This design comes from an exercise in tuning for small area, a short achievable clock period and few clock cycles per item on the open sky130 flow, not from production work. RTL that was checked went through simulation tests only; none was proved equivalent to the original. Only the layout flow was run in runs 5 and 6; the RTL was not checked for function there. No activity file was given, so power comes from the tool's default toggle rates.

**flow/constraint.sdc**
```tcl
create_clock -name core_clock -period 8.5 [get_ports {aclk}]
set_input_delay 1.7000 -clock core_clock [delete_from_list [all_inputs] [get_ports {aclk}]]
set_output_delay 1.7000 -clock core_clock [all_outputs]
set_load 0.01 [all_outputs]
```
**flow/flow/run.sh**
```bash
#!/bin/bash
# The standard layout (the standard.sh), with the port buffers made from buf_1 cells
# instead of the buffer that buffer_ports picks by default. Every port still gets a buffer.
set -euo pipefail
export BUFFER_PORTS_ARGS="-buffer_cell sky130_fd_sc_hd__buf_1"
bash standard.sh > standard.log 2>&1
```
**flow/config.mk**
```make
export PLATFORM = sky130hd
export DESIGN_NAME = bresenham_line_stepper_top
export DESIGN_NICKNAME = bresenham_line_stepper_top
export VERILOG_FILES = /design/flow/design.v
export SDC_FILE = /design/flow/constraint.sdc
export NUM_CORES = 4
export LEC_CHECK = 0
export CAP_MARGIN = 20
export CORE_MARGIN = 2
export CORE_UTILIZATION = 40
export CTS_BUF_LIST = sky130_fd_sc_hd__clkbuf_4
export CTS_CLUSTER_SIZE = 20
export SETUP_SLACK_MARGIN = 3.75
export SLEW_MARGIN = 20
```
**flow/standard.sh**
```bash
#!/bin/bash
# synth_recipe.tcl (not shown) runs the flow's synth.tcl, then flattens the netlist and writes it again
# the make line also repeats each setting of config.mk as NAME=value (left out here)
make -C /OpenROAD-flow-scripts/flow DESIGN_CONFIG=/design/flow/config.mk WORK_HOME=/design/flow/orfs CLKGATE_MAP_FILE= SYNTH_SCRIPT=/design/flow/synth_recipe.tcl "${@:-finish}"
```
**flow/design.v**
```verilog
`default_nettype none
package bls_pkg;
    localparam int WIN_W      = 13;
    localparam int PITCH_W    = 16;
    localparam int BPP_W      = 4;
    localparam int COLOR_W    = 32;
    localparam int OFFSET_W   = 32;
    localparam int CFG_IDX_W  = 3;
    localparam int CFG_DATA_W = 32;
    typedef enum logic [CFG_IDX_W-1:0] {
        CFG_WIN_WIDTH     = 3'd0,
        CFG_WIN_HEIGHT    = 3'd1,
        CFG_ROW_PITCH     = 3'd2,
        CFG_BYTES_PER_PIX = 3'd3,
        CFG_DEFAULT_COLOR = 3'd4
    } cfg_reg_t;
    typedef enum logic {
        REQ_START = 1'b0,
        REQ_STEP  = 1'b1
    } req_type_t;
    localparam logic [WIN_W-1:0]   WIN_WIDTH_RST     = 13'd1920;
    localparam logic [WIN_W-1:0]   WIN_HEIGHT_RST    = 13'd1080;
    localparam logic [PITCH_W-1:0] ROW_PITCH_RST     = 16'd7680;
    localparam logic [BPP_W-1:0]   BYTES_PER_PIX_RST = 4'd4;
    localparam logic [COLOR_W-1:0] DEFAULT_COLOR_RST = 32'h00FF_FFFF;
endpackage
`default_nettype wire
`default_nettype none
import bls_pkg::*;
module bresenham_line_stepper_top (
    input  wire logic                            aclk,
    input  wire logic                            aresetn,
    input  wire logic                            cfg_wr_en,
    input  wire logic [bls_pkg::CFG_IDX_W-1:0]   cfg_index,
    input  wire logic [bls_pkg::CFG_DATA_W-1:0]  cfg_wdata,
    input  wire logic                            s_tvalid,
    output logic                                 s_tready,
    input  wire logic [103:0]                    s_tdata,
    input  wire logic                            s_tuser,
    output logic                                 m_tvalid,
    input  wire logic                            m_tready,
    output logic [103:0]                         m_tdata,
    output logic                                 m_tuser,
    output logic                                 m_tlast
);
    localparam int LW = 29;             
    logic [WIN_W-1:0]   win_width_reg;
    logic [WIN_W-1:0]   win_height_reg;
    logic [PITCH_W-1:0] row_pitch_reg;
    logic [BPP_W-1:0]   bpp_reg;
    logic [COLOR_W-1:0] default_color_reg;
    always_ff @(posedge aclk) begin
        if (!aresetn) begin
            win_width_reg     <= WIN_WIDTH_RST;
            win_height_reg    <= WIN_HEIGHT_RST;
            row_pitch_reg     <= ROW_PITCH_RST;
            bpp_reg           <= BYTES_PER_PIX_RST;
            default_color_reg <= DEFAULT_COLOR_RST;
        end else if (cfg_wr_en) begin
            case (cfg_index)
                CFG_WIN_WIDTH:     win_width_reg     <= cfg_wdata[WIN_W-1:0];
                CFG_WIN_HEIGHT:    win_height_reg    <= cfg_wdata[WIN_W-1:0];
                CFG_ROW_PITCH:     row_pitch_reg     <= cfg_wdata[PITCH_W-1:0];
                CFG_BYTES_PER_PIX: bpp_reg           <= cfg_wdata[BPP_W-1:0];
                CFG_DEFAULT_COLOR: default_color_reg <= cfg_wdata[COLOR_W-1:0];
                default: ;
            endcase
        end
    end
    function automatic logic [28:0] sk_add(input logic [28:0] a, input logic [28:0] b);
        logic [28:0] g, p, p0;
        int j;
        g  = a & b;
        p  = a ^ b;
        p0 = p;
        for (int l = 0; l < 5; l++)
            for (int i = 0; i < 29; i++)
                if (i[l]) begin
                    j = (i & ~((2 << l) - 1)) + (1 << l) - 1;
                    g[i] = g[i] | (p[i] & g[j]);
                    p[i] = p[i] & p[j];
                end
        sk_add = p0 ^ {g[27:0], 1'b0};
    endfunction
    logic               vld_reg, busy_reg, stp_reg, act_reg, pix_reg, last_reg, win_reg;
    logic               b0_reg, b1_reg, b2_reg;    
    logic               prep_reg;                  
    logic [1:0]         it_reg;                    
    logic [15:0]        x_reg, y_reg;
    logic [COLOR_W-1:0] col_reg;
    logic [15:0]        dx_reg, dy_reg;    
    logic               sxn_reg, syn_reg;
    logic [18:0]        f1_reg, f2_reg;
    logic [15:0]        cnt_reg;
    logic [LW-1:0]      lin_reg;
    logic [2:0]         syh_reg, syl_reg;
    logic [6:0]         xcm_reg;
    logic               xcn_reg;
    logic [15:0]        in_sx, in_sy, in_ex, in_ey;
    logic [COLOR_W-1:0] in_color;
    logic               in_use_default;
    assign in_sx          = s_tdata[15:0];
    assign in_sy          = s_tdata[31:16];
    assign in_ex          = s_tdata[47:32];
    assign in_ey          = s_tdata[63:48];
    assign in_color       = s_tdata[95:64];
    assign in_use_default = s_tdata[96];
    logic accept, start, step, idle_step, recalc, load;
    assign s_tready  = !busy_reg && (!vld_reg || m_tready);
    assign accept    = s_tvalid && s_tready;
    assign start     = accept && (s_tuser == REQ_START);
    assign step      = accept && (s_tuser == REQ_STEP) && act_reg;
    assign idle_step = accept && (s_tuser == REQ_STEP) && !act_reg;
    assign recalc    = cfg_wr_en && act_reg && (cfg_index[2:1] == 2'b01);
    assign load      = start || recalc;
    logic it_last, s_diff, s_abs, s_init;
    assign it_last = busy_reg && (it_reg == 2'd3);
    assign s_diff  = busy_reg && stp_reg && b0_reg;
    assign s_abs   = busy_reg && stp_reg && b1_reg;
    assign s_init  = busy_reg && stp_reg && b2_reg;
    logic mv_x, mv_y;
    assign mv_x = !f1_reg[18];
    assign mv_y = f2_reg[18];
    logic [18:0] dx2, dy2, f1_base, f2_base, f1_a, f2_a, f1_b, f2_b;
    logic [18:0] f1_s, f1_c, f2_s, f2_c, f1_new, f2_new;
    logic        f1_neg, f2_neg;
    assign dx2    = {2'b00, dx_reg, 1'b0};
    assign dy2    = {2'b00, dy_reg, 1'b0};
    assign f1_neg = f1_reg[18];
    assign f2_neg = f2_reg[18];
    always_comb begin
        if (s_diff) begin
            f1_base = {{3{dx_reg[15]}}, dx_reg};
            f1_a    = 19'd0;
            f1_b    = ~{{3{x_reg[15]}}, x_reg};
            f2_base = {{3{dy_reg[15]}}, dy_reg};
            f2_a    = 19'd0;
            f2_b    = ~{{3{y_reg[15]}}, y_reg};
        end else if (s_abs) begin
            f1_base = f1_reg ^ {19{f1_neg}};
            f1_a    = {18'd0, f1_neg};
            f1_b    = '1;
            f2_base = f2_reg ^ {19{f2_neg}};
            f2_a    = {18'd0, f2_neg};
            f2_b    = '1;
        end else if (s_init) begin
            f1_base = ~{3'b000, dy_reg};
            f1_a    = dx2;
            f1_b    = '1;
            f2_base = {3'b000, dx_reg};
            f2_a    = 19'd0;
            f2_b    = ~dy2;
        end else begin
            f1_base = f1_reg;
            f1_a    = mv_y ? dx2 : 19'd0;
            f1_b    = ~(mv_x ? dy2 : 19'd0);
            f2_base = f2_reg;
            f2_a    = mv_y ? dx2 : 19'd0;
            f2_b    = ~(mv_x ? dy2 : 19'd0);
        end
    end
    assign f1_s   = f1_base ^ f1_a ^ f1_b;
    assign f1_c   = {(f1_base[17:0] & f1_a[17:0]) | (f1_base[17:0] & f1_b[17:0]) |
                     (f1_a[17:0] & f1_b[17:0]), 1'b1};
    assign f2_s   = f2_base ^ f2_a ^ f2_b;
    assign f2_c   = {(f2_base[17:0] & f2_a[17:0]) | (f2_base[17:0] & f2_b[17:0]) |
                     (f2_a[17:0] & f2_b[17:0]), 1'b1};
    assign f1_new = 19'(sk_add({10'd0, f1_s}, {10'd0, f1_c}));
    assign f2_new = 19'(sk_add({10'd0, f2_s}, {10'd0, f2_c}));
    function automatic logic [15:0] step1(input logic [15:0] v, input logic neg);
        logic [15:0] t, m;
        t = v ^ {16{neg}};
        m[0] = 1'b1;
        for (int i = 1; i < 16; i++) m[i] = m[i-1] & t[i-1];
        step1 = v ^ m;
    endfunction
    logic [15:0] x_next, y_next;
    assign x_next = mv_x ? step1(x_reg, sxn_reg) : x_reg;
    assign y_next = mv_y ? step1(y_reg, syn_reg) : y_reg;
    function automatic logic inwin(input logic [15:0] x, input logic [15:0] y,
                                   input logic [12:0] w, input logic [12:0] h);
        inwin = (x[15:13] == 3'b000) && (y[15:13] == 3'b000) && (x[12:0] < w) &&
                (y[12:0] < h);
    endfunction
    logic [15:0] wcx, wcy;
    logic        win_next;
    assign wcx      = start ? in_sx : x_next;
    assign wcy      = start ? in_sy : y_next;
    assign win_next = inwin(wcx, wcy, win_width_reg, win_height_reg);
    function automatic logic [2:0] bdec(input logic [2:0] w);
        bdec = {w[2] && (w[1:0] != 2'b11), w[1] ^ w[0], (w == 3'b011) || (w == 3'b100)};
    endfunction
    function automatic logic [4:0] bwin(input logic [15:0] v, input logic [1:0] j);
        logic [16:0] ve;
        ve = {v, 1'b0};
        case (j)
            2'd0: bwin = ve[16:12];
            2'd1: bwin = ve[12:8];
            2'd2: bwin = ve[8:4];
            default: bwin = ve[4:0];
        endcase
    endfunction
    logic [3:0] bpp_next;
    logic [6:0] bm3, bm5, bm7;
    assign bpp_next = bpp_reg;
    assign bm3 = {3'b000, bpp_next} + {2'b00, bpp_next, 1'b0};
    assign bm5 = {3'b000, bpp_next} + {1'b0, bpp_next, 2'b00};
    assign bm7 = {bpp_next, 3'b000} - {3'b000, bpp_next};
    function automatic logic [7:0] xrow(input logic [4:0] w, input logic [3:0] b,
                                        input logic [6:0] m3, input logic [6:0] m5,
                                        input logic [6:0] m7);
        logic [6:0] p;
        logic [3:0] k;
        k = w[4] ? 4'd8 - ({1'b0, w[3:1]} + {3'b000, w[0]}) : {1'b0, w[3:1]} + {3'b000, w[0]};
        case (k)
            4'd1: p = {3'b000, b};
            4'd2: p = {2'b00, b, 1'b0};
            4'd3: p = m3;
            4'd4: p = {1'b0, b, 2'b00};
            4'd5: p = m5;
            4'd6: p = {m3[5:0], 1'b0};
            4'd7: p = m7;
            4'd8: p = {b, 3'b000};
            default: p = 7'd0;
        endcase
        xrow = {w[4] && (k != 4'd0), p};
    endfunction
    function automatic logic lead0(input logic [15:0] x, input logic [15:0] y);
        lead0 = (x[15:11] == {5{x[15]}}) && (y[15:11] == {5{y[15]}});
    endfunction
    logic       skip_in, skip_rg;
    logic [1:0] rj;
    logic [4:0] wy_in0, wy_in1, wy_rg, wy;
    logic [7:0] xr_in0, xr_in1, xr_rg, xr;
    assign skip_in = lead0(in_sx, in_sy);
    assign skip_rg = lead0(x_reg, y_reg);
    assign rj      = prep_reg ? it_reg : it_reg + 2'd1;
    assign wy_in0  = bwin(in_sy, 2'd0);
    assign wy_in1  = bwin(in_sy, 2'd1);
    assign wy_rg   = bwin(y_reg, rj);
    assign xr_in0  = xrow(bwin(in_sx, 2'd0), bpp_next, bm3, bm5, bm7);
    assign xr_in1  = xrow(bwin(in_sx, 2'd1), bpp_next, bm3, bm5, bm7);
    assign xr_rg   = xrow(bwin(x_reg, rj), bpp_next, bm3, bm5, bm7);
    assign wy      = start ? (skip_in ? wy_in1 : wy_in0) : wy_rg;
    assign xr      = start ? (skip_in ? xr_in1 : xr_in0) : xr_rg;
    function automatic logic [LW-1:0] prow(input logic [2:0] s, input logic [15:0] m);
        logic [16:0] mag;
        mag = s[0] ? {m, 1'b0} : s[1] ? {1'b0, m} : 17'd0;
        prow = {{12{s[2]}}, mag ^ {17{s[2]}}};
    endfunction
    logic [2:0]    cyh, cyl;
    logic [LW-1:0] lin_base, r_yh, r_yl, r_x, s1, c1, s2, c2, lin_next;
    logic [4:0]    bstep;
    assign bstep = sxn_reg ? -{1'b0, bpp_reg} : {1'b0, bpp_reg};
    always_comb begin
        if (busy_reg) begin
            cyh = syh_reg;
            cyl = syl_reg;
            lin_base = b0_reg ? '0 : (lin_reg << 4);
            lin_base[2] = cyh[2];
            lin_base[0] = xcn_reg;
            r_x = {{22{xcn_reg}}, {xcm_reg ^ {7{xcn_reg}}}};
        end else begin
            cyh = 3'b000;
            cyl = {mv_y && syn_reg, mv_y, 1'b0};
            lin_base = lin_reg;
            r_x = mv_x ? {{24{bstep[4]}}, bstep} : '0;
        end
        r_yh = (prow(cyh, row_pitch_reg) << 2) | {28'd0, cyl[2]};
        r_yl = prow(cyl, row_pitch_reg);
        s1 = lin_base ^ r_yh ^ r_yl;
        c1 = ((lin_base & r_yh) | (lin_base & r_yl) | (r_yh & r_yl)) << 1;
        s2 = s1 ^ c1 ^ r_x;
        c2 = ((s1 & c1) | (s1 & r_x) | (c1 & r_x)) << 1;
        lin_next = sk_add(s2, c2);
    end
    always_ff @(posedge aclk) begin
        if (!aresetn) begin
            vld_reg  <= 1'b0;
            busy_reg <= 1'b0;
            act_reg  <= 1'b0;
        end else begin
            if (start) begin
                vld_reg  <= 1'b0;
                busy_reg <= 1'b1;
                act_reg  <= !((in_sx == in_ex) && (in_sy == in_ey));
            end else if (step) begin
                vld_reg  <= 1'b1;
                act_reg  <= (cnt_reg != 16'd1);
            end else if (idle_step) begin
                vld_reg  <= 1'b1;
            end else if (recalc) begin
                busy_reg <= 1'b1;
            end else if (it_last) begin
                vld_reg  <= stp_reg;
                busy_reg <= 1'b0;
            end else if (m_tready) begin
                vld_reg  <= 1'b0;
            end
        end
    end
    always_ff @(posedge aclk) begin
        if (start) it_reg <= {1'b0, skip_in};
        else if (recalc) it_reg <= {1'b0, skip_rg};
        else if (busy_reg && !prep_reg) it_reg <= it_reg + 2'd1;
        prep_reg <= recalc;
        b0_reg <= start || (prep_reg && !load);
        b1_reg <= b0_reg && !load;
        b2_reg <= b1_reg && !load;
        if (start) stp_reg <= 1'b1;
        else if (recalc) stp_reg <= 1'b0;
        syh_reg <= bdec(wy[4:2]);
        syl_reg <= bdec(wy[2:0]);
        xcm_reg <= xr[6:0];
        xcn_reg <= xr[7];
    end
    always_ff @(posedge aclk) begin
        if (start) begin
            x_reg    <= in_sx;
            y_reg    <= in_sy;
            dx_reg   <= in_ex;
            dy_reg   <= in_ey;
            col_reg  <= in_use_default ? default_color_reg : in_color;
            pix_reg  <= 1'b1;
            last_reg <= (in_sx == in_ex) && (in_sy == in_ey);
            win_reg  <= win_next;
        end else if (step) begin
            x_reg    <= x_next;
            y_reg    <= y_next;
            last_reg <= (cnt_reg == 16'd1);
            win_reg  <= win_next;
        end else if (idle_step) begin
            x_reg    <= '0;
            y_reg    <= '0;
            col_reg  <= '0;
            pix_reg  <= 1'b0;
            last_reg <= 1'b0;
            win_reg  <= 1'b0;
        end
        if (s_abs) begin
            dx_reg  <= f1_new[15:0];
            dy_reg  <= f2_new[15:0];
            sxn_reg <= f1_neg;
            syn_reg <= f2_neg;
        end
        if (step || s_diff || s_abs || s_init) begin
            f1_reg <= f1_new;
            f2_reg <= f2_new;
        end
        if (s_init) cnt_reg <= (dx_reg < dy_reg) ? dy_reg : dx_reg;
        else if (step) cnt_reg <= cnt_reg - 16'd1;
        if (step || (busy_reg && !prep_reg)) lin_reg <= lin_next;
    end
    assign m_tvalid = vld_reg;
    assign m_tuser  = pix_reg;
    assign m_tlast  = last_reg;
    assign m_tdata  = {7'b0, col_reg, 3'b000, win_reg ? lin_reg : {LW{1'b0}}, win_reg,
                       y_reg, x_reg};
endmodule
`default_nettype wire
```
==> metrics.csv, run 1 <==
metric,value,unit
Synth Instances,2643,
Least-Margin Pin Slew,1.08,ns
"critical path, cell by cell",and2_4 > buf_4 > nand2_1 > buf_6 > a21boi_1 > buf_6 > and2_1 > fa_1 > fa_2 > a21o_1 > a21o_4 > a2111oi_4 > o221ai_2 > and3_4 > o21ai_4 > a21boi_2 > or2_4 > fa_2 > xor2_1,
Worst Setup Start Kind,flop,
Highest Clock Rate,0.208,GHz
final WL,81600,um
initial antenna violation count,8,
# DRC,0,
total number of vias,21221,
Yosys reg bits,286,
Routed wire per std cell,21.7,um
Main synth FF type,edfxtp_1,
clock skew,0.0423,ns
"top cells by area, synth","edfxtp_1, fa_1, dfxtp_1",
Layout area overhead,17.5,%
layout cell share with drive strength beyond 1,13.2,%
Worst Path Required,9.11,ns
dpl cell area,0.0249,sq mm
slew margin rel.,27.8,%
Initial DRT Pass Iterations,6,
clock latency on the worst-skew pair,0.89,ns
post-synthesis sequential area ratio,32.6,%
vias per cell,5.64,
Synth Area per Inst,8.79,sq um
Starting Density,40.4,%
Worst Hold Class,reg2reg,
CP endpoint kind,flop,
Pwr Density,309,mW/mm^2
Crit Path Max Fanout,33,
final setup vio count,0,
GRT Residual Overflow,0,
CTS sink count,286,
crit-path leading delay family,compound AO/OA/AOI/OAI gates,
maximum clock path buffer count,3,
setup tns final,0,ns
die area,0.0600,sq mm
WP data arrival,5.42,ns
total CTS buffers,89,
synthesis warning total,1,
"Slew Viols, Final",0,
maximum VDD drop,0.251,mV
Yosys top cell by area,edfxtp_1,
Die X,245,um
largest net degree at the start of global routing,82,
Setup CP Type,reg2reg,
CTS tree,built,
Final ANT Viol Nets,0,
first-pass GRT wire length,122000,um
Max-cap violations,0,
GRT Overall Usage,26.6,%
core area,0.0576,sq mm
FP Rows,88,
leak pwr,0.0108,uW
I/O Buffers,235,
Final Core Density,47.4,%
H-Tree Level Count,3,
post-synth cell types,79,
number of global-route vias before repair,20980,
Top Ports,253,
Fillers,5538,
Fin. Hold Viols,0,
CTS Hold Bufs,0,
Synth async-reset ratio,0,%
pre-CTS WS,2.10,ns
clk slew on worst S/H paths,0.06,ns
setup ws final,3.69,ns
Die Height,245,um
Starting DRT DRC Count,1725,
Yosys top cell area share,23.8,%
CP Buf/Inv Count,3,
CP max stage delay,0.50,ns
fin crit share,56.6,%
hpwl dp,57200,um
nets@finish,3301,
Root Driver,clkbuf_4,
post-route cell area,0.0273,sq mm
shortest period the worst path allows,4.81,ns
"EDFF count, synth",184,
RSZ-0062 raised after global routing,true,
cell area after synthesis,0.0232,sq mm
"Slowest-stage cell, CP",fa_1,
outcome,finished clean,
GPL Wtd Cong,0.934,
==> metal layers <==
layer / GRT usage (%) / share of wire, % / vias to the layer above
li1: - / - / 9767
met5: 0 / 0.066 / -
met3: 7.06 / 9.5 / 181
met1: 34.2 / 41 / 10334
met2: 42.7 / 47 / 931
met4: 10.2 / 3.2 / 8
==> worst reg2reg max path, stage by stage, from the launching register on <==
cell       delay, ns
dfxtp_4         0.36
and2_4          0.16
buf_4           0.17
nand2_1         0.09
buf_6           0.27
a21boi_1        0.16
buf_6           0.14
and2_1          0.17
fa_1            0.50
fa_2            0.42
a21o_1          0.18
a21o_4          0.23
a2111oi_4       0.38
o221ai_2        0.20
and3_4          0.20
o21ai_4         0.13
a21boi_2        0.08
or2_4           0.23
fa_2            0.33
xor2_1          0.14
==> cells in the mapped netlist, drive strengths merged (7+ instances only) <==
master and n:
or2 17, a21boi 47, a22oi 69, or3 10, o22ai 12, buf 30
edfxtp 184, o21ai 133, fa 103, o221ai 24, inv 169, nor4 8
nand3 61, xor2 53, xnor2 149, nand2b 19, a21oi 154, mux2i 62
nor3 31, o211ai 28, mux2 16, mux4 8, nor2 198, a22o 14
nand2 413, o31ai 7, ha 130, a211oi 11, nand4 23, a31oi 12
dfxtp 102, nor2b 21, and2 72, a21o 28, clkbuf 136, and3 21
==> power by group <==
part / switching [uW] / leakage, uW / internal (uW) / total, uW
combinational: 2690 / 0.00753 / 2100 / 4780
clock: 704 / 0.000695 / 760 / 1460
sequential: 248 / 0.00258 / 1940 / 2190
==> cell usage in the layout, fill, tap and decap left out, types with 16 or more instances in the layout <==
cell type    n
a21boi_0    43
a21o_1      27
a21oi_1    143
a22oi_1     68
and2_1      68
and3_1      17
buf_1      233
buf_4       85
clkbuf_4   135
clkinv_1    16
dfxtp_1     96
edfxtp_1   184
fa_1        99
ha_1       123
inv_1      164
mux2i_1     62
nand2_1    408
nand2b_1    17
nand3_1     60
nand4_1     23
nor2_1     194
nor2b_1     21
nor3_1      30
o211ai_1    28
o21ai_0    119
o221ai_1    19
xnor2_1    145
xor2_1      52
==> cell families after synthesis <==
family | count (synthesis) | synth area share (%)
adders and majority gates | 233 | 15.9
DFF | 286 | 32.6
AOI/OAI and AO/OA | 581 | 16.0
and+or+nand+nor | 917 | 17.9
buffers and inverters | 337 | 5.67
muxes | 86 | 4.24
xor gates and xnor gates | 202 | 7.68
other | 1 | 0.0161
==> path summary, 6_finish.rpt <==
check / startpoint / endpoint / slack, ns / depth (start not counted)
worst min register to register: default_color_reg[26]$_SDFFE_PN0P_ / default_color_reg[26]$_SDFFE_PN0P_ / 0.46 / 2
worst max register to register: busy_reg$_SDFFE_PN0P_ / f1_reg[17]$_DFFE_PP_ / 3.69 / 19
worst min-delay path: default_color_reg[26]$_SDFFE_PN0P_ / default_color_reg[26]$_SDFFE_PN0P_ / 0.46 / 2
worst max-delay path: busy_reg$_SDFFE_PN0P_ / f1_reg[17]$_DFFE_PP_ / 3.69 / 19
==> area by class of cell <==
cell class	instances	area (sq um)	area share, %
multi-input cells	2029	14900	54.6
flip-flops and latches	286	7580	27.8
repair buffers	344	1960	7.20
clock buffers	135	1010	3.71
well taps	765	957	3.51
inverters	171	674	2.47
clock inverters	25	155	0.568
repair inverters	2	17.5	0.0642
diodes	6	15.0	0.0550
==> metrics by stage <==
stage / hold WS (ns) / total power (uW) / instances
after floorplan: 0.424 / 5310 / 2652
after global placement: 0.445 / 6250 / 3523
after detailed placement: 0.451 / 6370 / 3524
after CTS: 0.460 / 8170 / 3720
after global routing: 0.487 / 9120 / 3763
final: 0.464 / 8430 / 3763
==> repair_timing <==
| item | CTS | global route |
|---|---|---|
| endpoints found under the setup margin | 80 | 26 |
| cloned | 4 | 3 |
| pin swaps | 20 | 33 |
| resized for setup | 83 | 47 |
| setup buffers | 32 | 32 |
Testbench counts, summed over its fixed seeds: cycles 300,770, items 279,162.
==> run 2: changes to the inputs <==
--- a/flow/config.mk
+++ b/flow/config.mk
@@ -8,7 +8,5 @@
 export CAP_MARGIN = 20
 export CORE_MARGIN = 2
 export CORE_UTILIZATION = 40
-export CTS_BUF_LIST = sky130_fd_sc_hd__clkbuf_4
-export CTS_CLUSTER_SIZE = 20
 export SETUP_SLACK_MARGIN = 3.75
 export SLEW_MARGIN = 20
==> run 2 against run 1 <==
- area after synthesis unchanged
- critical path depth unchanged
- via count down 1.2%
- still clean
==> metrics.csv, run 2 <==
metric,value,unit
Starting DRT DRC Count,1663,
hpwl dp,57200,um
Initial DRT Pass Iterations,7,
final WL,80900,um
Synth Instances,2643,
H-Tree Level Count,2,
"EDFF count, synth",184,
Final ANT Viol Nets,0,
Max-cap violations,0,
Critical R2R Launch,busy_reg$_SDFFE_PN0P_,
Clk pwr share,18.8,%
"Slew Viols, Final",0,
initial antenna violation count,7,
Logic pwr share,55.9,%
"top cells by area, synth","edfxtp_1, fa_1, dfxtp_1",
cell area after synthesis,0.0232,sq mm
setup tns final,0,ns
Synth Area per Inst,8.79,sq um
CP endpoint kind,flop,
die area,0.0600,sq mm
clock skew,0.0211,ns
Root Driver,clkbuf_16,
Hold Path End,default_color_reg[26]$_SDFFE_PN0P_,
GRT Residual Overflow,0,
Fin. Hold Viols,0,
Flop pwr share,25.3,%
Least-Margin Pin Slew,1.10,ns
Crit Path Max Fanout,33,
WP data arrival,5.12,ns
total number of vias,20959,
GRT Overall Usage,26.3,%
Hold Slack,0.462,ns
maximum VDD drop,0.315,mV
FF-to-FF setup slack,3.69,ns
dpl cells,3524,
Worst Path Required,8.82,ns
switch share,42.1,%
final setup vio count,0,
leak pwr,0.0107,uW
GPL Wtd Cong,0.934,
top-count cell post-synth,nand2_1,
layout cell share with drive strength beyond 1,10.9,%
CTS sink count,286,
Yosys top cell area share,23.8,%
top post-synthesis cells by count,"nand2_1, nor2_1, edfxtp_1",
clk slew on worst S/H paths,0.06,ns
most frequent cells in the layout,"nand2_1, buf_1, nor2_1",
total CTS buffers,37,
Top Ports,253,
CP max stage delay,0.50,ns
Yosys top cell by area,edfxtp_1,
Pwr Density,315,mW/mm^2
Hold Startpoint,default_color_reg[26]$_SDFFE_PN0P_,
CTS tree,built,
# DRC,0,
synthesis warning total,1,
reg2reg end,f1_reg[17]$_DFFE_PP_,
Main synth FF type,edfxtp_1,
slew margin rel.,26.1,%
Highest Clock Rate,0.208,GHz
shortest period the worst path allows,4.81,ns
fin crit share,56.5,%
"commonest non-fill, non-tap cell in the layout",nand2_1,
core area,0.0576,sq mm
Worst Hold Class,reg2reg,
Synth async-reset ratio,0,%
post-synth cell types,79,
largest net degree at the start of global routing,82,
Yosys reg bits,286,
Internal,4990,uW
"critical path, cell by cell",and2_4 > buf_4 > nand2_1 > buf_6 > a21boi_1 > buf_6 > and2_1 > fa_1 > fa_2 > a21o_1 > a21o_4 > a2111oi_4 > o221ai_2 > and3_4 > o21ai_4 > a21boi_2 > or2_4 > fa_2 > xor2_1,
FP Rows,88,
CTS Hold Bufs,0,
number of global-route vias before repair,20588,
clock latency on the worst-skew pair,0.57,ns
I/O Buffers,235,
Final Non-Filler Cells,3670,
"Slowest-stage cell, CP",fa_1,
maximum clock path buffer count,3,
Worst Setup Start Kind,flop,
Layout area overhead,17.8,%
WHS Path Cells,2,
Die Height,245,um
first-pass GRT wire length,122000,um
Starting Density,40.4,%
vias per cell,5.71,
Net Sw Power,3640,uW
outcome,finished clean,
Die X,245,um
post-synthesis sequential area ratio,32.6,%
Setup CP Type,reg2reg,
RSZ-0062 raised after global routing,true,
cell depth of the worst flop-to-flop path,19,
Routed wire per std cell,22.0,um
nets@finish,3252,
## run 2: changes by cell type in the layout (fill, tap and decap cells not counted), sizes merged
cell    change
inv         -1
clkbuf     -87
diode       -4
buf         +2
clkinv      -3
## run 2: critical path, delay by kind of cell (launching register included)
| kind | cells | cell delay [ns] |
|---|---|---|
| flip-flops | 1 | 0.36 |
| buffers and inverters | 3 | 0.58 |
| AO/OA/AOI/OAI | 7 | 1.33 |
| AND/OR/NAND/NOR | 5 | 0.84 |
| adder cells (fa/ha/maj) | 3 | 1.25 |
| XOR/XNOR | 1 | 0.14 |
## run 2: final cells by class
type	count	area [sq um]
Fill cell	5477	30200
Multi-Input combinational cell	2029	14900
Sequential cell	286	7580
Timing Repair Buffer	347	1990
Clock buffer	47	1070
Tap cell	765	957
Inverter	171	674
Clock inverter	21	156
Timing Repair inverter	2	20.0
Antenna cell	2	5.00
## run 2: cell families (layout without fill, tap and decap cells)
group                    count (synthesis)  count (layout)  synth area share [%]
AO/OA/AOI/OAI                          581             581                  16.0
multiplexers                            86              86                  4.24
flip-flops                             286             286                  32.6
XOR/XNOR                               202             202                  7.68
other                                    1              12                0.0161
buffers and inverters                  337             588                  5.67
adder cells (fa/ha/maj)                233             233                  15.9
AND/OR/NAND/NOR                        917             917                  17.9
## run 2: metrics by stage
| stage | power, uW | worst slack [ns] | util [%] | cell area [sq um] |
|---|---|---|---|---|
| CTS | 8350 | 3.59 | 46.7 | 26900 |
| detailed placement | 6370 | 2.10 | 43.2 | 24900 |
| floorplan | 5310 | 3.73 | - | 23400 |
| finish | 8630 | 3.69 | 47.5 | 27400 |
| global placement | 6250 | 2.17 | 43.1 | 24800 |
| global route | 9270 | 3.57 | 47.5 | 27400 |
## run 2: worst max path at each step
stage	from	to	slack, ns
4_1_cts	busy_reg$_SDFFE_PN0P_	f1_reg[17]$_DFFE_PP_	3.59
6_report	busy_reg$_SDFFE_PN0P_	f1_reg[17]$_DFFE_PP_	3.69
3_3_place_gp	stp_reg$_SDFFE_PP1P_	f2_reg[16]$_DFFE_PP_	2.17
3_5_place_dp	busy_reg$_SDFFE_PN0P_	f1_reg[17]$_DFFE_PP_	2.10
2_1_floorplan	busy_reg$_SDFFE_PN0P_	lin_reg[17]$_DFFE_PP_	3.73
5_1_grt	busy_reg$_SDFFE_PN0P_	f1_reg[17]$_DFFE_PP_	3.57
## run 2: timing repair
action | 4_1_cts | 5_1_grt
buffers inserted | 44 | 23
pin swaps | 23 | 32
cloned | 4 | 3
resized for setup | 86 | 49
setup endpoints to repair | 78 | 31
endpoints found under the hold margin | 0 | 0
## run 2: per-layer routing
| metal | up-vias | wire length (um) | global-route usage (%) |
|---|---|---|---|
| met5 | - | 51 | 0 |
| met2 | 947 | 37300 | 42.9 |
| met3 | 194 | 7510 | 6.04 |
| li1 | 9617 | - | - |
| met1 | 10193 | 33100 | 34.1 |
| met4 | 8 | 2970 | 9.51 |
## run 2: power by group through the flow
stage | sequential (uW) | combinational, uW | clock [uW]
global placement | 2200 | 4040 | 0
finish | 2190 | 4820 | 1620
detailed placement | 2210 | 4160 | 0
CTS | 2180 | 4540 | 1640
floorplan | 2070 | 3230 | 0
global route | 2210 | 5380 | 1680
==> run 3: changes to the inputs <==
--- a/flow/config.mk
+++ b/flow/config.mk
@@ -8,5 +8,8 @@
 export CAP_MARGIN = 20
 export CORE_MARGIN = 2
 export CORE_UTILIZATION = 40
+export CTS_BUF_LIST = sky130_fd_sc_hd__clkbuf_16
+export CTS_CLUSTER_DIAMETER = 80
+export CTS_CLUSTER_SIZE = 40
 export SETUP_SLACK_MARGIN = 3.75
 export SLEW_MARGIN = 20
==> run 3 against run 2 <==
- still clean on timing, DRC and antenna
- power is 4.2% lower
- fmax hardly changed
- design area is 1.4% lower
- non-clock buffer count is 1 lower
- critical path depth stayed put
==> metrics.csv, run 3 <==
metric,value,unit
cell area after synthesis,0.0232,sq mm
"commonest non-fill, non-tap cell in the layout",nand2_1,
Starting DRT DRC Count,1816,
pre-CTS WS,2.10,ns
setup tns final,0,ns
CP Buf/Inv Count,3,
final WL,80400,um
Critical Path Source,busy_reg$_SDFFE_PN0P_,
Root Driver,clkbuf_16,
Worst Hold Class,reg2reg,
"Slew Viols, Final",0,
vias per cell,5.71,
simple-gate share of the synthesized area,17.9,%
maximum clock path buffer count,3,
FP Rows,88,
shortest period the worst path allows,4.81,ns
CTS sink count,286,
Crit. path cell count,19,
cell depth of the worst flop-to-flop path,19,
layout cell share with drive strength beyond 1,10.5,%
Fillers,5495,
dpl cells,3524,
top-count cell post-synth,nand2_1,
Main synth FF type,edfxtp_1,
Crit Path Max Fanout,33,
outcome,finished clean,
Synth Instances,2643,
hpwl dp,57200,um
maximum VDD drop,0.235,mV
most frequent cells in the layout,"nand2_1, buf_1, nor2_1",
Top Ports,253,
initial antenna violation count,7,
Least-Margin Pin Slew,1.09,ns
dpl cell area,0.0249,sq mm
die area,0.0600,sq mm
GRT Residual Overflow,0,
largest net degree at the start of global routing,82,
Worst Setup Start Kind,flop,
core area,0.0576,sq mm
# DRC,0,
Final Non-Filler Cells,3646,
"critical path, cell by cell",and2_4 > buf_4 > nand2_1 > buf_6 > a21boi_1 > buf_6 > and2_1 > fa_1 > fa_2 > a21o_1 > a21o_4 > a2111oi_4 > o221ai_2 > and3_4 > o21ai_4 > a21boi_2 > or2_4 > fa_2 > xor2_1,
Critical R2R Launch,busy_reg$_SDFFE_PN0P_,
leak pwr,0.0105,uW
RSZ-0062 raised after global routing,true,
Routed wire per std cell,22.0,um
reg2reg end,f1_reg[17]$_DFFE_PP_,
clock latency on the worst-skew pair,0.59,ns
XOR/XNOR Fraction of Synth Area,7.68,%
mux share of post-synthesis cell area,4.24,%
GRT Overall Usage,25.9,%
H-Tree Level Count,1,
setup ws final,3.69,ns
Setup CP Type,reg2reg,
Highest Clock Rate,0.208,GHz
Synth Area per Inst,8.79,sq um
Initial DRT Pass Iterations,6,
"top cells by area, synth","edfxtp_1, fa_1, dfxtp_1",
CTS tree,built,
main combinational cell family by area after synthesis,simple AND/OR/NAND/NOR gates,
Yosys top cell area share,23.8,%
Max-cap violations,0,
clk slew on worst S/H paths,0.09,ns
Pwr Density,306,mW/mm^2
Fin. Hold Viols,0,
post-synth cell types,79,
"Slowest-stage cell, CP",fa_1,
WP data arrival,5.12,ns
Starting Density,40.4,%
CP endpoint kind,flop,
GPL Wtd Cong,0.934,
Synth Area in Compound Gates,16.0,%
Adder-Cell Fraction of Synth Area,15.9,%
FF-to-FF setup slack,3.69,ns
nets@finish,3239,
slew margin rel.,26.8,%
number of global-route vias before repair,20287,
Yosys reg bits,286,
Hold Startpoint,default_color_reg[26]$_SDFFE_PN0P_,
Reg area,0.00758,sq mm
fin crit share,56.6,%
multi-input logic area,0.0150,sq mm
Die X,245,um
Worst Path Required,8.81,ns
crit-path leading delay family,compound AO/OA/AOI/OAI gates,
CP endpoint,f1_reg[17]$_DFFE_PP_,
Synth async-reset ratio,0,%
Final ANT Viol Nets,0,
post-route cell area,0.0270,sq mm
first-pass GRT wire length,120000,um
Yosys top cell by area,edfxtp_1,
CP max stage delay,0.50,ns
final setup vio count,0,
I/O Buffers,235,
post-synthesis sequential area ratio,32.6,%
clock skew,0.0351,ns
synthesis warning total,1,
"EDFF count, synth",184,
Die Height,245,um
total CTS buffers,25,
total number of vias,20825,
Final Core Density,46.9,%
Layout area overhead,16.2,%
top post-synthesis cells by count,"nand2_1, nor2_1, edfxtp_1",
==> run 3: area by class of cell <==
class                      count  share of cell area [%]
clock buffer                  25                    2.32
timing repair inverter         2                  0.0556
tap                          765                    3.54
sequential                   286                    28.1
clock inverter                20                   0.727
timing repair buffer         346                    7.35
multi-input combinational   2029                    55.4
antenna                        2                  0.0185
inverter                     171                    2.50
==> run 3: worst min-delay path, stage by stage (launching register included) <==
cell and delay [ns]:
dfxtp_1 0.32, nand2_1 0.04, a21boi_0 0.06
==> run 3: stage by stage <==
stage	hold slack (ns)	power (uW)
2_1_floorplan	0.424	5310
3_3_place_gp	0.445	6250
3_5_place_dp	0.451	6370
4_1_cts	0.473	7850
5_1_grt	0.491	8900
6_report	0.468	8260
==> run 3: what timing repair did <==
item | 4_1_cts | 5_1_grt
endpoints found under the setup margin | 79 | 35
setup buffers | 35 | 33
hold buffers | 0 | 0
pin swaps | 20 | 44
resized for setup | 73 | 72
gates cloned | 4 | 2
==> run 3: power breakdown <==
group,total [uW],switching [uW],leakage (uW),internal [uW]
Sequential,2180,248,0.00258,1940
Clock,1230,630,0.000415,596
Combinational,4850,2710,0.00756,2150
==> run 3: routing by layer <==
layer,global-route usage (%),part of all wire [%],wire (um),vias to the layer above
met3,5.49,9.5,7650,160
li1,-,-,-,9566
met2,42.5,46,37100,931
met4,8.03,3.5,2780,8
met1,34.1,41,32800,10160
met5,0,0.063,51,-
==> run 3: cells by family after synthesis <==
kind of cell,count (synthesis)
compound gates,581
xor+xnor,202
fa+ha+maj,233
buf+inv,337
flops,286
mux,86
other cells,1
simple gates,917
==> run 3: worst min-delay path by stage <==
stage	endpoint	slack, ns	depth (start not counted)
6_report	default_color_reg[26]$_SDFFE_PN0P_	0.47	2
5_1_grt	win_height_reg[2]$_SDFFE_PN0P_	0.49	2
4_1_cts	default_color_reg[26]$_SDFFE_PN0P_	0.47	2
3_5_place_dp	stp_reg$_SDFFE_PP1P_	0.45	2
3_3_place_gp	stp_reg$_SDFFE_PP1P_	0.44	2
2_1_floorplan	sxn_reg$_DFFE_PP_	0.42	0
==> run 4: changes to the inputs <==
--- a/flow/config.mk
+++ b/flow/config.mk
@@ -9,7 +9,7 @@
 export CORE_MARGIN = 2
 export CORE_UTILIZATION = 40
 export CTS_BUF_LIST = sky130_fd_sc_hd__clkbuf_16
-export CTS_CLUSTER_DIAMETER = 80
-export CTS_CLUSTER_SIZE = 40
+export CTS_CLUSTER_DIAMETER = 60
+export CTS_CLUSTER_SIZE = 50
 export SETUP_SLACK_MARGIN = 3.75
 export SLEW_MARGIN = 20
==> run 4 against run 3 <==
- non-clock buffer count is the same
- worst setup slack lost 0.0052 ns
- power grew 6.3%
- register-to-register slack is essentially flat
- routed wire length grew 0.47%
- synthesized cell count is the same
- core utilization grew 0.78 points
- first-iteration DRC count grew 7.5%
- sequential power is essentially flat
- largest cell class unchanged
==> metrics.csv, run 4 <==
metric,value,unit
outcome,finished clean,
Main synth FF type,edfxtp_1,
setup tns final,0,ns
"Slowest-stage cell, CP",fa_1,
Starting Density,40.4,%
CTS tree,built,
Crit Path Max Fanout,33,
nets@finish,3253,
final WL,80800,um
most frequent cells in the layout,"nand2_1, buf_1, nor2_1",
Yosys reg bits,286,
CTS Hold Bufs,0,
"commonest non-fill, non-tap cell in the layout",nand2_1,
H-Tree Level Count,2,
I/O Buffers,235,
Routed wire per std cell,22.0,um
clk slew on worst S/H paths,0.07,ns
Worst Setup Start Kind,flop,
"EDFF count, synth",184,
Die X,245,um
"top cells by area, synth","edfxtp_1, fa_1, dfxtp_1",
Synth async-reset ratio,0,%
clock latency on the worst-skew pair,0.58,ns
Pwr Density,320,mW/mm^2
slew margin rel.,26.6,%
CP Buf/Inv Count,3,
number of global-route vias before repair,20492,
Die Height,245,um
Worst Hold Class,reg2reg,
FP Rows,88,
GRT Residual Overflow,0,
Root Driver,clkbuf_16,
post-synth cell types,79,
total CTS buffers,39,
Top Ports,253,
CP max stage delay,0.50,ns
die area,0.0600,sq mm
fin crit share,56.6,%
Fillers,5464,
layout cell share with drive strength beyond 1,11.1,%
Worst Path Required,8.80,ns
core area,0.0576,sq mm
Starting DRT DRC Count,1953,
initial antenna violation count,8,
Layout area overhead,18.1,%
post-synthesis sequential area ratio,32.6,%
CTS sink count,286,
Fin. Hold Viols,0,
maximum VDD drop,0.262,mV
maximum clock path buffer count,3,
Least-Margin Pin Slew,1.10,ns
WP data arrival,5.11,ns
CP endpoint kind,flop,
RSZ-0062 raised after global routing,true,
# DRC,0,
"Slew Viols, Final",0,
total number of vias,20933,
first-pass GRT wire length,121000,um
GRT Overall Usage,26.2,%
shortest period the worst path allows,4.81,ns
Initial DRT Pass Iterations,6,
synthesis warning total,1,
hpwl dp,57200,um
final setup vio count,0,
Synth Area per Inst,8.79,sq um
crit-path leading delay family,compound AO/OA/AOI/OAI gates,
leak pwr,0.0108,uW
cell area after synthesis,0.0232,sq mm
Final Core Density,47.7,%
Setup CP Type,reg2reg,
Synth Instances,2643,
top-count cell post-synth,nand2_1,
top post-synthesis cells by count,"nand2_1, nor2_1, edfxtp_1",
GPL Wtd Cong,0.934,
vias per cell,5.70,
Yosys top cell by area,edfxtp_1,
Yosys top cell area share,23.8,%
clock skew,0.0374,ns
Highest Clock Rate,0.208,GHz
"critical path, cell by cell",and2_4 > buf_4 > nand2_1 > buf_6 > a21boi_1 > buf_6 > and2_1 > fa_1 > fa_2 > a21o_1 > a21o_4 > a2111oi_4 > o221ai_2 > and3_4 > o21ai_4 > a21boi_2 > or2_4 > fa_2 > xor2_1,
Max-cap violations,0,
largest net degree at the start of global routing,82,
Final ANT Viol Nets,0,
==> run 4: cell counts after synthesis <==
No cell type changed its count.
==> run 4: worst paths after layout <==
| kind | from | cells past startpoint | slack [ns] | end |
|---|---|---|---|---|
| setup / recovery | busy_reg$_SDFFE_PN0P_ | 19 | 3.69 | f1_reg[17]$_DFFE_PP_ |
| hold / removal | default_color_reg[26]$_SDFFE_PN0P_ | 2 | 0.46 | default_color_reg[26]$_SDFFE_PN0P_ |
| setup reg to reg | busy_reg$_SDFFE_PN0P_ | 19 | 3.69 | f1_reg[17]$_DFFE_PP_ |
| hold reg to reg | default_color_reg[26]$_SDFFE_PN0P_ | 2 | 0.46 | default_color_reg[26]$_SDFFE_PN0P_ |
==> run 4: metal layers <==
metal / track usage [%] / share of wire [%] / up-vias / wire length (um)
li1: - / - / 9632 / -
met1: 33.9 / 40 / 10148 / 32500
met2: 42.5 / 47 / 959 / 37600
met3: 6.06 / 9.4 / 186 / 7620
met4: 10.1 / 3.7 / 8 / 3000
met5: 0 / 0.063 / - / 51
==> run 4: power by group <==
group | internal (uW) | total, uW | switching, uW
clock | 1030 | 1750 | 719
combinational | 2140 | 4850 | 2710
sequential | 1940 | 2180 | 246
==> run 4: worst register-to-register path, stage by stage (launching register included) <==
cell	delay, ns
dfxtp_4	0.36
and2_4	0.16
buf_4	0.17
nand2_1	0.09
buf_6	0.27
a21boi_1	0.17
buf_6	0.14
and2_1	0.17
fa_1	0.50
fa_2	0.42
a21o_1	0.18
a21o_4	0.23
a2111oi_4	0.36
o221ai_2	0.19
and3_4	0.20
o21ai_4	0.14
a21boi_2	0.09
or2_4	0.24
fa_2	0.33
xor2_1	0.14
==> run 4: repair_timing <==
| action | CTS | global route |
|---|---|---|
| setup endpoints to repair | 79 | 34 |
| buffers inserted | 36 | 31 |
| gates resized for setup | 74 | 62 |
| pin swaps | 21 | 35 |
| gates cloned | 2 | 4 |
==> run 4: cell families after synthesis <==
kind of cell / synth area share [%]
AND/OR/NAND/NOR: 17.9
AO/OA/AOI/OAI: 16.0
buffers and inverters: 5.67
flip-flops: 32.6
adder cells (fa/ha/maj): 15.9
XOR/XNOR: 7.68
multiplexers: 4.24
other: 0.0161
==> run 4: stage by stage <==
stage	instances	instance area, sq um	worst slack [ns]	power [uW]	hold WS [ns]
global placement	3523	24800	2.17	6250	0.445
global route	3673	27500	3.57	9440	0.487
CTS	3634	26800	3.58	8390	0.460
finish	3673	27500	3.69	8790	0.463
floorplan	2652	23400	3.73	5310	0.424
detailed placement	3524	24900	2.10	6370	0.451
==> run 4: cell type report <==
type,instances,area (sq um),share of cell area [%]
multi-input cells,2029,14900,54.4
flip-flops and latches,286,7580,27.6
repair buffers,346,1920,7.00
clock buffers,40,1000,3.65
well taps,765,957,3.49
inverters,171,674,2.46
clock inverters,32,352,1.28
repair inverters,2,15.0,0.0547
diodes,2,5.00,0.0182
==> run 5: changes to the inputs <==
--- a/flow/design.v
+++ b/flow/design.v
@@ -85,6 +85,8 @@
     logic               vld_reg, busy_reg, stp_reg, act_reg, pix_reg, last_reg, win_reg;
     logic               b0_reg, b1_reg, b2_reg;    
     logic               prep_reg;                  
+    logic               hm_reg;                    
+    logic               sd_reg, sa_reg, si_reg;    
     logic [1:0]         it_reg;                    
     logic [15:0]        x_reg, y_reg;
     logic [COLOR_W-1:0] col_reg;
@@ -115,9 +117,9 @@
     assign load      = start || recalc;
     logic it_last, s_diff, s_abs, s_init;
     assign it_last = busy_reg && (it_reg == 2'd3);
-    assign s_diff  = busy_reg && stp_reg && b0_reg;
-    assign s_abs   = busy_reg && stp_reg && b1_reg;
-    assign s_init  = busy_reg && stp_reg && b2_reg;
+    assign s_diff  = sd_reg;
+    assign s_abs   = sa_reg;
+    assign s_init  = si_reg;
     logic mv_x, mv_y;
     assign mv_x = !f1_reg[18];
     assign mv_y = f2_reg[18];
@@ -253,7 +255,7 @@
     logic [4:0]    bstep;
     assign bstep = sxn_reg ? -{1'b0, bpp_reg} : {1'b0, bpp_reg};
     always_comb begin
-        if (busy_reg) begin
+        if (hm_reg) begin
             cyh = syh_reg;
             cyl = syl_reg;
             lin_base = b0_reg ? '0 : (lin_reg << 4);
@@ -304,6 +306,10 @@
         else if (recalc) it_reg <= {1'b0, skip_rg};
         else if (busy_reg && !prep_reg) it_reg <= it_reg + 2'd1;
         prep_reg <= recalc;
+        hm_reg   <= aresetn && !recalc && (start || prep_reg || (hm_reg && !it_last));
+        sd_reg   <= start;
+        sa_reg   <= sd_reg && aresetn;
+        si_reg   <= sa_reg && aresetn;
         b0_reg <= start || (prep_reg && !load);
         b1_reg <= b0_reg && !load;
         b2_reg <= b1_reg && !load;
@@ -349,7 +355,7 @@
         end
         if (s_init) cnt_reg <= (dx_reg < dy_reg) ? dy_reg : dx_reg;
         else if (step) cnt_reg <= cnt_reg - 16'd1;
-        if (step || (busy_reg && !prep_reg)) lin_reg <= lin_next;
+        if (step || hm_reg) lin_reg <= lin_next;
     end
     assign m_tvalid = vld_reg;
     assign m_tuser  = pix_reg;
--- a/flow/config.mk
+++ b/flow/config.mk
@@ -8,8 +8,5 @@
 export CAP_MARGIN = 20
 export CORE_MARGIN = 2
 export CORE_UTILIZATION = 40
-export CTS_BUF_LIST = sky130_fd_sc_hd__clkbuf_16
-export CTS_CLUSTER_DIAMETER = 60
-export CTS_CLUSTER_SIZE = 50
 export SETUP_SLACK_MARGIN = 3.75
 export SLEW_MARGIN = 20
==> run 5 against run 4 <==
- still clean
- combinational power is 49% higher
- worst setup slack gained 0.12 ns
- final cell count is 2.7% higher
- register-to-register slack better by 0.12 ns
- fmax is 2.6% higher
- clock skew is essentially flat
- non-clock buffer count decreased by 21
- count of clock-buffer cells in the layout is 15 higher
- critical path depth up 1
- sequential cell count rose by 2
- global-route usage shrank 0.86 points
- routed wire length grew 1.0%
- critical path type unchanged
- largest cell class unchanged
- highest routed layer is now met4
==> metrics.csv, run 5 <==
metric,value,unit
final setup vio count,0,
"commonest non-fill, non-tap cell in the layout",nand2_1,
Synth Area per Inst,8.78,sq um
"top cells by area, synth","edfxtp_1, dfxtp_1, fa_1",
setup tns final,0,ns
Root Driver,clkbuf_16,
Final ANT Viol Nets,0,
most frequent cells in the layout,"nand2_1, buf_1, nor2_1",
layout cell share with drive strength beyond 1,9.97,%
Die Height,250,um
maximum VDD drop,0.187,mV
final WL,81600,um
largest net degree at the start of global routing,85,
CTS tree,built,
reg2reg end,lin_reg[27]$_DFFE_PP_,
top post-synthesis cells by count,"nand2_1, nor2_1, edfxtp_1",
CP endpoint,lin_reg[27]$_DFFE_PP_,
post-synthesis sequential area ratio,31.3,%
GRT Residual Overflow,0,
RSZ-0062 raised after global routing,true,
slew margin rel.,27.6,%
vias per cell,5.68,
total CTS buffers,39,
Starting DRT DRC Count,2069,
die area,0.0627,sq mm
Critical R2R Launch,f2_reg[18]$_DFFE_PP_,
Worst Setup Start Kind,flop,
core area,0.0601,sq mm
cell depth of the worst flop-to-flop path,20,
Yosys top cell by area,edfxtp_1,
Hold Slack,0.449,ns
Fin. Hold Viols,0,
shortest period the worst path allows,4.69,ns
H-Tree Level Count,2,
clock latency on the worst-skew pair,0.58,ns
Initial DRT Pass Iterations,6,
Crit Path Max Fanout,4,
Final Non-Filler Cells,3773,
Synth Instances,2763,
post-synth cell types,84,
outcome,finished clean,
cell area after synthesis,0.0243,sq mm
GPL Wtd Cong,0.974,
Yosys reg bits,288,
dpl cells,3639,
Pwr Density,406,mW/mm^2
"EDFF count, synth",184,
Critical Path Source,f2_reg[18]$_DFFE_PP_,
CTS Hold Bufs,0,
Highest Clock Rate,0.213,GHz
GRT Overall Usage,25.3,%
first-pass GRT wire length,123000,um
initial antenna violation count,2,
CTS sink count,288,
total number of vias,21420,
synthesis warning total,1,
Final Core Density,46.9,%
FF-to-FF setup slack,3.81,ns
hpwl dp,57900,um
Die X,250,um
leak pwr,0.0109,uW
Worst Path Required,8.81,ns
Setup CP Type,reg2reg,
Layout area overhead,16.1,%
number of global-route vias before repair,20730,
# DRC,0,
clock skew,0.0371,ns
FP Rows,90,
I/O Buffers,235,
maximum clock path buffer count,3,
WP data arrival,5.00,ns
Top Ports,253,
Starting Density,40.4,%
CP endpoint kind,flop,
Max-cap violations,0,
Routed wire per std cell,21.6,um
nets@finish,3335,
Power Total,11400,uW
Least-Margin Pin Slew,1.09,ns
Main synth FF type,edfxtp_1,
top-count cell post-synth,nand2_1,
fin crit share,55.2,%
Synth async-reset ratio,0,%
"Slew Viols, Final",0,
Worst Hold Class,reg2reg,
clk slew on worst S/H paths,0.06,ns
Yosys top cell area share,22.8,%
## run 5: final cells by class
class                   instances  area, sq um
clock buffers                  55         1100
multi-input cells            2134        15800
clock inverters                17          179
flip-flops and latches        288         7620
repair buffers                325         1840
inverters                     169          642
well taps                     782          978
diodes                          3         7.51
fillers                      5684        32000
## run 5: kinds of logic after synthesis
group	synth area share, %
compound gates	15.7
xor+xnor	8.92
fa+ha+maj	15.2
buf+inv	5.65
flops	31.3
mux	5.68
other cells	0.0155
simple gates	17.5
## run 5: worst min-delay path by stage
| stage | startpoint | end | slack [ns] | cells after the start |
|---|---|---|---|---|
| after floorplan | stp_reg$_SDFFE_PP1P_ | stp_reg$_SDFFE_PP1P_ | 0.42 | 2 |
| after global placement | stp_reg$_SDFFE_PP1P_ | stp_reg$_SDFFE_PP1P_ | 0.43 | 2 |
| after detailed placement | stp_reg$_SDFFE_PP1P_ | stp_reg$_SDFFE_PP1P_ | 0.43 | 2 |
| after CTS | stp_reg$_SDFFE_PP1P_ | stp_reg$_SDFFE_PP1P_ | 0.45 | 2 |
| after global routing | win_height_reg[12]$_SDFFE_PN0P_ | win_height_reg[12]$_SDFFE_PN0P_ | 0.48 | 2 |
| final | stp_reg$_SDFFE_PP1P_ | stp_reg$_SDFFE_PP1P_ | 0.45 | 2 |
## run 5: routing by layer
metal	routed length, um	share of wire (%)	global-route usage, %	vias to the layer above
met1	35300	43	35.1	10411
met4	2830	3.5	8.28	0
met2	36100	44	39.6	920
met3	7280	8.9	5.08	153
met5	0	0	0	-
li1	-	-	-	9936
## run 5: report_power, final
part	total, uW	internal, uW	switching (uW)
Sequential	2520	2170	349
Combinational	7250	3240	4010
Clock	1680	994	686
## run 5: worst max-delay path, stage by stage (launching register included)
cell and delay [ns]:
edfxtp_1 0.39, buf_12 0.14, clkinvlp_4 0.13, o22ai_4 0.24, buf_6 0.15, a22oi_1 0.10
xor2_1 0.19, fa_1 0.55, inv_1 0.05, fa_1 0.48, inv_1 0.07, ha_4 0.29
o21ai_2 0.07, o21ai_2 0.17, a21o_1 0.21, a21oi_4 0.10, o31ai_4 0.31, nand4_1 0.22
a21oi_4 0.27, o22ai_1 0.14, xnor2_1 0.14
## run 5: repair_timing
action / in CTS / in global routing
resized for setup: 35 / 53
setup buffers: 17 / 35
hold endpoints to repair: 0 / 0
pin swaps: 8 / 35
setup endpoints to repair: 61 / 31
gates cloned: 4 / 2
## run 5: per-stage QoR
step,area [sq um],setup WS (ns)
global route,28200,3.65
global placement,25800,2.57
CTS,27500,3.72
finish,28200,3.81
detailed placement,25800,2.42
floorplan,24300,3.77
==> run 6: changes to the inputs <==
--- a/flow/config.mk
+++ b/flow/config.mk
@@ -8,5 +8,7 @@
 export CAP_MARGIN = 20
 export CORE_MARGIN = 2
 export CORE_UTILIZATION = 40
+export CTS_BUF_LIST = sky130_fd_sc_hd__clkbuf_8
+export CTS_CLUSTER_SIZE = 30
 export SETUP_SLACK_MARGIN = 3.75
 export SLEW_MARGIN = 20
==> run 6 against run 5 <==
- still clean
- final cell count rose by 0.69%
- worst hold slack worse by 0.00055 ns
- design area fell by 0.92%
- power is 3.2% lower
- routed wire length rose by 0.46%
- core utilization decreased by 0.43 points
- synthesized cell count unchanged
- critical path type is now in2reg
- critical endpoint is now win_reg$_DFFE_PP_
==> metrics.csv, run 6 <==
metric,value,unit
most frequent cells in the layout,"nand2_1, buf_1, nor2_1",
dpl cells,3639,
Yosys reg bits,288,
CTS sink count,288,
hpwl dp,57900,um
I/O Buffers,235,
"top cells by area, synth","edfxtp_1, dfxtp_1, fa_1",
vias per cell,5.68,
Synth async-reset ratio,0,%
total number of vias,21575,
XOR/XNOR Fraction of Synth Area,8.92,%
Die Height,250,um
Worst Path Required,8.98,ns
Synth Area in Compound Gates,15.7,%
maximum clock path buffer count,3,
Crit Path Max Fanout,45,
Synth Area per Inst,8.78,sq um
Top Ports,253,
CTS tree,built,
Starting Density,40.4,%
top-count cell post-synth,nand2_1,
CTS Hold Bufs,0,
Max-cap violations,0,
maximum VDD drop,0.192,mV
post-synth cell types,84,
H-Tree Level Count,2,
Final Non-Filler Cells,3799,
WP data arrival,5.14,ns
Yosys top cell area share,22.8,%
# DRC,0,
Layout area overhead,15.0,%
Routed wire per std cell,21.6,um
final setup vio count,0,
GPL Wtd Cong,0.974,
shortest period the worst path allows,4.67,ns
slew margin rel.,25.8,%
main combinational cell family by area after synthesis,simple AND/OR/NAND/NOR gates,
Adder-Cell Fraction of Synth Area,15.2,%
Main synth FF type,edfxtp_1,
GRT Residual Overflow,0,
CP endpoint kind,flop,
"commonest non-fill, non-tap cell in the layout",nand2_1,
global routing's busiest layer,met2,
Root Driver,clkbuf_8,
FP Rows,90,
Worst Hold Class,reg2reg,
Highest Clock Rate,0.214,GHz
leak pwr,0.0109,uW
Setup CP Type,in2reg,
clk slew on worst S/H paths,0.07,ns
grt met1 use,35.7,%
final WL,82000,um
mux share of post-synthesis cell area,5.68,%
Die X,250,um
synthesis warning total,1,
Final ANT Viol Nets,0,
RSZ-0062 raised after global routing,true,
largest net degree at the start of global routing,85,
Fin. Hold Viols,0,
GRT Overall Usage,25.5,%
GR Layer Usage met2,39.2,%
clock latency on the worst-skew pair,0.70,ns
nets@finish,3343,
initial antenna violation count,4,
die area,0.0627,sq mm
Starting DRT DRC Count,1987,
simple-gate share of the synthesized area,17.5,%
clock skew,0.0736,ns
Initial DRT Pass Iterations,6,
GRT met3 Usage,4.36,%
Yosys top cell by area,edfxtp_1,
Synth Instances,2763,
layout cell share with drive strength beyond 1,10.2,%
cell area after synthesis,0.0243,sq mm
number of global-route vias before repair,20976,
Worst Setup Start Kind,primary input,
post-synthesis sequential area ratio,31.3,%
core area,0.0601,sq mm
"EDFF count, synth",184,
setup tns final,0,ns
Pwr Density,397,mW/mm^2
total CTS buffers,56,
first-pass GRT wire length,124000,um
Least-Margin Pin Slew,1.11,ns
outcome,finished clean,
fin crit share,54.9,%
"Slew Viols, Final",0,
top post-synthesis cells by count,"nand2_1, nor2_1, edfxtp_1",
==> run 6: power breakdown <==
| part | internal [uW] | switching [uW] | total, uW | leakage (uW) |
|---|---|---|---|---|
| clock | 701 | 690 | 1390 | 0.000611 |
| sequential | 2170 | 349 | 2520 | 0.00261 |
| combinational | 3200 | 3970 | 7170 | 0.00767 |
| total | 6070 | 5010 | 11100 | 0.0109 |
==> run 6: through the flow <==
| step | area [sq um] | setup slack (ns) | hold WS, ns | util (%) | power [uW] |
|---|---|---|---|---|---|
| 2_1_floorplan | 24300 | 3.77 | 0.423 | - | 7230 |
| 3_3_place_gp | 25800 | 2.57 | 0.433 | 42.8 | 8580 |
| 3_5_place_dp | 25800 | 2.42 | 0.434 | 42.9 | 8770 |
| 4_1_cts | 27400 | 3.74 | 0.447 | 45.6 | 10600 |
| 5_1_grt | 27900 | 3.68 | 0.483 | 46.4 | 12000 |
| 6_report | 27900 | 3.83 | 0.448 | 46.4 | 11100 |
==> run 6: path summary, 6_finish.rpt <==
check	cells after the start	endpoint	slack [ns]	start
worst max-delay path	12	win_reg$_DFFE_PP_	3.83	m_tready
worst min-delay path	2	stp_reg$_SDFFE_PP1P_	0.45	stp_reg$_SDFFE_PP1P_
worst max register to register	15	f2_reg[17]$_DFFE_PP_	3.84	si_reg$_DFF_P_
worst min register to register	2	stp_reg$_SDFFE_PP1P_	0.45	stp_reg$_SDFFE_PP1P_
==> run 6: final cells by class <==
| cell class | instances | area, sq um |
|---|---|---|
| diodes | 4 | 10.0 |
| repair buffers | 316 | 1810 |
| inverters | 169 | 642 |
| clock inverters | 45 | 245 |
| well taps | 782 | 978 |
| flip-flops and latches | 288 | 7620 |
| clock buffers | 61 | 840 |
| multi-input cells | 2134 | 15800 |
| fillers | 5750 | 32200 |
==> run 6: layer usage <==
layer | wire (um) | share of wire [%]
met2 | 36200 | 44
met4 | 3140 | 3.8
met3 | 7230 | 8.8
met5 | 0 | 0
met1 | 35300 | 43
==> run 6: kinds of logic after synthesis <==
family | after synthesis
AOI/OAI and AO/OA | 595
xor gates and xnor gates | 239
adders and majority gates | 233
buffers and inverters | 351
DFF | 288
muxes | 123
other | 1
and+or+nand+nor | 933
==> run 6: repair_timing <==
action,4_1_cts,5_1_grt
setup endpoints to repair,59,25
gates cloned,6,1
endpoints found under the hold margin,0,0
pin swaps,12,29
resized for setup,39,45
setup buffers,27,15
==> run 6: critical path, stage by stage <==
cell	delay [ns]
buf_1	0.18
o2111ai_4	0.62
buf_4	0.51
clkinv_1	0.43
buf_4	0.43
nand2_1	0.17
o211ai_1	0.12
a21o_1	0.20
a21o_1	0.17
a21o_1	0.17
a21o_1	0.17
a211oi_1	0.25

## re-timing with driven ports
In the flow no input, the clock included, has a driving cell. The finished layouts below were timed again as built, in two steps.
Step 1 (the two cells are an assumption about what drives the block):
set clk [get_ports {aclk}]
set_driving_cell -lib_cell sky130_fd_sc_hd__clkbuf_16 $clk
set_driving_cell -lib_cell sky130_fd_sc_hd__buf_2 [delete_from_list [all_inputs] $clk]
Step 2 also shifts input and output timing later by t, the mid clock arrival at the registers, as if the neighbouring blocks saw the same clock.
a / b / c = no drivers / after step 1 / after step 2; a / b = the first two.
run | shift t [ns] | setup slack, ns | worst setup path after step 2 | clock arrival spread, ns | pins driven straight from the clock port
run 1 | 0.925 | 3.689 / 3.689 / 3.161 | input to register | 0.046 / 0.046 | 1
run 2 | 0.625 | 3.695 / 3.695 / 3.321 | input to register | 0.026 / 0.026 | 1
run 3 | 0.633 | 3.690 / 3.690 / 3.362 | input to register | 0.037 / 0.038 | 1
run 4 | 0.624 | 3.685 / 3.685 / 3.310 | input to register | 0.037 / 0.038 | 1
run 5 | 0.625 | 3.808 / 3.808 / 3.449 | input to register | 0.038 / 0.037 | 1
run 6 | 0.721 | 3.833 / 3.844 / 3.135 | input to register | 0.073 / 0.074 | 1
After both steps setup and hold are still met in every run listed. The setup slack of run 6, which loses most, moves by +0.011 ns with the drivers and by -0.698 ns with both steps.
